From an optimization exercise on the open Yosys and OpenROAD flow, aimed at small area, a short achievable clock period and few clock cycles per item; shortcuts taken in it are not production practice. Function was checked by simulation only, so behaviour that the tests miss may differ from the original.

==> run K: inputs <==
Design terrain_elevation_color_ramp_top, start of the top module:
module terrain_elevation_color_ramp_top (
    input  logic        aclk,
    input  logic        aresetn,
    input  logic        s_tvalid,
    output logic        s_tready,
    input  logic [31:0] s_tdata,
    output logic        m_tvalid,
    input  logic        m_tready,
    output logic [23:0] m_tdata,
    input  logic        psel,
    input  logic        penable,
    input  logic        pwrite,
    input  logic [2:0]  paddr,
    input  logic [31:0] pwdata,
    output logic [31:0] prdata,
    output logic        pready
);
    localparam int NDS = 8;           
    logic [15:0] snow_reg, str_reg;
    assign pready = 1'b1;
    always_ff @(posedge aclk) begin
        if (!aresetn) begin
            snow_reg <= tecr_pkg::SNOW_LINE_RST;
            str_reg  <= tecr_pkg::STRENGTH_RST;
        end else if (psel && penable && pwrite) begin
            if (paddr[2]) str_reg  <= pwdata[15:0];
            else          snow_reg <= pwdata[15:0];
        end
    end
  ...
==> flow/config.mk <==
export PLATFORM = sky130hd
export DESIGN_NAME = terrain_elevation_color_ramp_top
export DESIGN_NICKNAME = terrain_elevation_color_ramp_top
export VERILOG_FILES = /design/flow/design.v
export SDC_FILE = /design/flow/constraint.sdc
export NUM_CORES = 4
export LEC_CHECK = 0
export ABC_AREA = 1
export CAP_MARGIN = 20
export CORE_MARGIN = 2
export CORE_UTILIZATION = 40
export SLEW_MARGIN = 20
==> flow/constraint.sdc <==
create_clock -name core_clock -period 13.5 [get_ports {aclk}]
set_input_delay 2.7000 -clock core_clock [delete_from_list [all_inputs] [get_ports {aclk}]]
set_output_delay 2.7000 -clock core_clock [all_outputs]
set_load 0.01 [all_outputs]
run.sh (not shown) runs the stock make flow with config.mk's settings and CLKGATE_MAP_FILE= SYNTH_SCRIPT=/design/flow/synth_recipe.tcl, a recipe that flattens the netlist after the stock synthesis.
==> run Y (differences from run K) <==
--- a/flow/design.v
+++ b/flow/design.v
@@ -4167,54 +4167,50 @@
         end else if (posf[16]) begin
             segf = 3'd4; ff = '0;
         end else begin
             segf = {1'b0, posf[15:14]}; ff = {1'b0, posf[13:0], 2'b00};
         end
     end
     logic        vg;
-    logic [2:0]  segg;
-    logic [16:0] fg;
-    always_ff @(posedge aclk) begin
-        if (!aresetn) vg <= 1'b0;
-        else if (en)  vg <= dv[NDS];
-    end
-    always_ff @(posedge aclk) begin
-        if (en) begin
-            segg <= segf;
-            fg   <= ff;
-        end
-    end
-    logic [23:0] colg;
-    tecr_color u_color (.seg(segg), .f(fg), .rgb(colg));
+    logic [2:0]  segg, segs;
+    logic [16:0] fg, fs;
     logic        out_v;
-    logic [23:0] out_d, skid_d;
-    logic        take;
-    assign take = out_v && m_tready;
+    logic [23:0] out_d;
+    logic [23:0] colg;
+    logic        o_acc, g_acc;
+    assign o_acc = !out_v || m_tready;
+    assign g_acc = o_acc || !vg;
     always_ff @(posedge aclk) begin
         if (!aresetn) begin
+            vg     <= 1'b0;
             out_v  <= 1'b0;
             skid_v <= 1'b0;
             rdy    <= 1'b1;
-        end else if (skid_v) begin
-            if (m_tready) begin
-                out_v  <= 1'b1;
-                skid_v <= 1'b0;
-                rdy    <= 1'b1;
+        end else begin
+            if (o_acc) out_v <= vg;
+            if (g_acc) vg <= skid_v || dv[NDS];
+            if (skid_v) begin
+                if (g_acc) begin
+                    skid_v <= 1'b0;
+                    rdy    <= 1'b1;
+                end
+            end else if (dv[NDS] && !g_acc) begin
+                skid_v <= 1'b1;
+                rdy    <= 1'b0;
             end
-        end else if (!out_v || m_tready) begin
-            out_v <= vg;
-        end else if (vg) begin
-            skid_v <= 1'b1;
-            rdy    <= 1'b0;
         end
     end
     always_ff @(posedge aclk) begin
-        if (skid_v) begin
-            if (m_tready) out_d <= skid_d;
-        end else if (!out_v || m_tready) begin
-            out_d <= colg;
+        if (g_acc) begin
+            segg <= skid_v ? segs : segf;
+            fg   <= skid_v ? fs : ff;
         end
-        if (!skid_v) skid_d <= colg;
+        if (!skid_v) begin
+            segs <= segf;
+            fs   <= ff;
+        end
+        if (o_acc) out_d <= colg;
     end
+    tecr_color u_color (.seg(segg), .f(fg), .rgb(colg));
     assign m_tvalid = out_v;
     assign m_tdata  = out_d;
 endmodule
==> flow/flow/run.sh (new file) <==
#!/bin/bash
# The standard layout, with timing repair aimed at a 6.0 ns period instead
# of the 13.5 ns clock (the constraints themselves are unchanged), and port
# buffers that can drive their loads
set -euo pipefail
bash standard.sh SETUP_SLACK_MARGIN=7.5 \
    "BUFFER_PORTS_ARGS=-buffer_cell sky130_fd_sc_hd__buf_4" \
    finish > flow_make.log 2>&1
==> flow/standard.sh (new file) <==
#!/bin/bash
# synth_recipe.tcl (not shown) runs the flow's synth.tcl, then flattens the netlist and writes it again
# the make line also repeats each setting of config.mk as NAME=value (left out here)
make -C /OpenROAD-flow-scripts/flow DESIGN_CONFIG=/design/flow/config.mk WORK_HOME=/design/flow/orfs CLKGATE_MAP_FILE= SYNTH_SCRIPT=/design/flow/synth_recipe.tcl "${@:-finish}"
removed: flow/run.sh
==> summary of the runs <==
In run K the wire length is lower than in run Y, by about 0.5%. Critical path depth is the same in run Y and run K. Core utilization: run Y is higher than run K (0.78 points). Against run Y, the register-to-register slack of run K is worse by 1.3 ns. Of run Y and run K, run K has the higher clock skew (gap 0.0086 ns). Of run K and run Y, run Y has the higher worst setup slack (gap 1.5 ns). Between run K and run Y, the lower cell area is in run K (gap about 0.23%, measured against run Y).
==> figures <==
|  | run K | run Y |
|---|---|---|
| Result of the run | complete, no violations | complete, no violations |
| Number of cell instances on the worst register-to-register path | 22 | 25 |
| Adder-Cell Fraction of Synth Area | 0.238 | 0.242 |
| Placed Cells | 10734 | 10392 |
| Number of distinct library cells after synthesis | 75 | 74 |
| Maximum single-stage delay on the critical path | 0.88 ns | 0.24 ns |
| R2R Path Start | r2[3] | r2[1] |
| Detailed-route vias per instance | 5.44 | 5.47 |
| Layout cell share with drive strength beyond 1 | 0.0390 | 0.0855 |
| HPWL after detailed placement | 155 mm | 153 mm |
| Crit path arrival time | 4.74 ns | 3.26 ns |
| Placed Instance Area | 74000 µm² | 72300 µm² |
| Footprint of the multi-input gates | 45300 µm² | 45500 µm² |
| Number of design-rule violations left by the first detailed-router iteration | 4644 | 4355 |
| Max-slew headroom | 0.208 | 0.266 |
| Number of flip-flops and latches | 660 | 656 |
Testbench counts of run K, summed over its fixed seeds: cycles 16,488, items 16,384.
Testbench counts of run Y, summed over its fixed seeds: cycles 16,488, items 16,384.

## port drivers added, routing unchanged
Ports are ideal in the flow. The routed layouts listed here were re-timed in OpenROAD. Step 1, drivers: a clkbuf_16 drives aclk and a buf_2 each remaining input, both assumed. Step 2 adds t to the input delays and takes it off the output delays; t is the mean of the earliest and latest rising clock arrival at the registers after step 1. Input paths then give back, and output paths get back, about the clock's delay inside the block. Slacks: no drivers / after step 1 / after step 2; pairs: no drivers / after step 1.
| run | t (ns) | slack for setup (ns) | worst hold slack (ns) | clock arrival spread, ns | worst register clock-pin slew, ns |
|---|---|---|---|---|---|
| run K | 0.742 | 6.062 / 6.037 / 6.037 | 0.359 / 0.359 / 0.359 | 0.065 / 0.066 | 0.07 / 0.07 |
| run Y | 0.745 | 7.544 / 7.469 / 7.469 | 0.400 / 0.400 / 0.400 | 0.053 / 0.054 | 0.07 / 0.07 |
After both steps every run listed still meets setup and hold. For run Y, which loses most, drivers alone change the setup slack by -0.075 ns; drivers and shift together by -0.075 ns.
